Context: an optimization exercise on an open-source flow, tuned for small area, a short achievable clock period and few clock cycles per item. The choices shown serve that exercise and are no tape-out recipe.
The RTL was checked by simulation tests, not by an equivalence proof against the original design.
No activity file was given, so power comes from the tool's default toggle rates.

==> 11-05: inputs <==
// variable_partition_allocator
module variable_partition_allocator (
    input  wire logic                            clk,
    input  wire logic                            rst_n,
    input  wire logic                            cfg_wen,
    input  wire logic [vpa_pkg::CFG_IDX_W-1:0]   cfg_index,
    input  wire logic [vpa_pkg::PART_W-1:0]      cfg_data,
    input  wire logic                            req_valid,
    output logic                                 req_ready,
    input  wire vpa_pkg::req_t                   req_data,
    output logic                                 rsp_valid,
    input  wire logic                            rsp_ready,
    output vpa_pkg::rsp_t                        rsp_data
);
    localparam int N  = 16;
    logic [vpa_pkg::PART_W-1:0] part [4];
    logic        q_valid;
    logic [2:0]  q_op;
    logic [15:0] q_arg;       
    logic [15:0] q_size;
    logic [15:0] q_addr;
    logic        q_worst;     
    logic [15:0]  sz [N];
    logic [15:0]  st [1:N-1];
    logic [N-1:0] used;
    logic [4:0]   cnt;
    logic         init_done;
    logic [1:0]   bw_ph;      
    logic [N-1:0] bw_cand;    
    logic         rl_cont;    
    logic        rsp_v;
    logic [2:0]  rsp_st;
    logic [15:0] rsp_ga;
    assign rsp_valid = rsp_v;
    assign rsp_data  = {rsp_st, rsp_ga, cnt};
    logic is_first, is_best, is_worst, is_alloc, is_rel, is_rld;
    assign q_size   = q_arg;
    assign q_addr   = q_arg;
    assign is_first = (q_op == vpa_pkg::OPC_FIRST);
  ...
clock: 8.0 ns
lec_check: 0
abc_area: 1
cap_margin: 20
core_margin: 2
core_utilization: 30
place_density: 0.4
setup_slack_margin: 0.6
slew_margin: 20
tns_end_percent: 100
run.sh (not shown) runs the stock make flow with config.mk's settings and CLKGATE_MAP_FILE= SYNTH_SCRIPT=/design/flow/synth_recipe.tcl, a recipe that flattens the netlist after the stock synthesis.
==> inputs of 10-01, as changes to 11-05 <==
--- a/flow/config.mk
+++ b/flow/config.mk
@@ -6,10 +6,8 @@
 export NUM_CORES = 4
 export LEC_CHECK = 0
-export ABC_AREA = 1
 export CAP_MARGIN = 20
 export CORE_MARGIN = 2
-export CORE_UTILIZATION = 30
-export PLACE_DENSITY = 0.4
-export SETUP_SLACK_MARGIN = 0.6
+export CORE_UTILIZATION = 35
+export MIN_ROUTING_LAYER = met2
+export PLACE_DENSITY = 0.45
 export SLEW_MARGIN = 20
-export TNS_END_PERCENT = 100
==> inputs of 05-28, as changes to 11-05 <==
--- a/flow/config.mk
+++ b/flow/config.mk
@@ -6,10 +6,8 @@
 export NUM_CORES = 4
 export LEC_CHECK = 0
-export ABC_AREA = 1
 export CAP_MARGIN = 20
 export CORE_MARGIN = 2
 export CORE_UTILIZATION = 30
 export PLACE_DENSITY = 0.4
-export SETUP_SLACK_MARGIN = 0.6
+export SETUP_SLACK_MARGIN = 0.3
 export SLEW_MARGIN = 20
-export TNS_END_PERCENT = 100
==> summary.txt <==
metric                                                                               11-05                     10-01                   05-28
Post-CTS Setup Inserts                                                                   3                         1                       0
ANT cells                                                                               10                         -                      10
Reported net switching power                                                       16.2 mW                         -                 15.7 mW
Fraction of post-synthesis cell area in the top cell type by area                    0.167                     0.166                   0.166
Amount of wire on met2 after detailed routing                                    205000 um                         -               204000 um
Max-slew violation total from the final report                                           0                         -                       0
Highest net fanout along the worst path                                                 16                         -                      18
Cell at the slowest stage of the critical path                     sky130_fd_sc_hd__nor2_1                         -  sky130_fd_sc_hd__or4_1
Clock skew after layout                                                          0.0389 ns                         -               0.0688 ns
Count of plain and timing-repair buffers in the layout                                 749                         -                     736
Clock latency on the worst-skew pair                                               0.78 ns                         -                 0.82 ns
Multi-input combinational gate total                                                  7786                         -                    6882
Final setup TNS                                                                       0 ns                         -                    0 ns
DIE WIDTH                                                                           479 um                    445 um                  480 um
Area growth from synthesis to layout                                                 16.2%                         -                   17.1%
Number of flip-flops under the largest register name                                   256                         -                     256
Sequential cell fraction of total power                                              0.173                         -                   0.185
Worst setup path class                                              flip-flop to flip-flop                         -  flip-flop to flip-flop
Finished layout cell area                                                       78600 um^2                         -              79500 um^2
Clock-net power                                                                    4.49 mW                         -                 4.78 mW
TritonRoute pass-1 iters                                                                11                         -                       9
Share of synthesized area spent on multiplexers                                    0.00266                    0.0910                  0.0910
Status                                                            timing/DRC/antenna clean    stopped before the end  timing/DRC/antenna clean
Stage where the flow stopped                                                             -  global routing (5_1_grt)                       -
Post-Synth XOR/XNOR Area                                                            0.0130                    0.0407                  0.0407
Worst hold slack across all endpoints                                             0.506 ns                         -                0.491 ns
Testbench counts of 11-05, summed over its fixed seeds: cycles 6,344, items 3,200.
Testbench counts of 10-01, summed over its fixed seeds: cycles 6,344, items 3,200.
Testbench counts of 05-28, summed over its fixed seeds: cycles 6,344, items 3,200.

==> static timing again, ports no longer ideal <==
No port has a modelled driver above. Below, the same layouts with a new extraction and two added sets of constraints. Step 1 assumes that a clkbuf_16 drives the clock port and a buf_2 every other input. Step 2, shift: input delay + t, output delay - t, t = (earliest + latest rising clock arrival at the registers) / 2. This alone moves slack from input paths to output paths. a / b / c = ideal ports / drivers / drivers and shift; a / b = the first two.
run | shift t [ns] | slack for setup (ns) | worst hold slack (ns)
11-05 | 0.857 | 0.686 / 0.686 / 0.686 | 0.506 / 0.506 / 0.506
05-28 | 0.877 | 0.307 / 0.307 / 0.307 | 0.491 / 0.491 / 0.491
After both steps setup and hold are still met in every run listed.
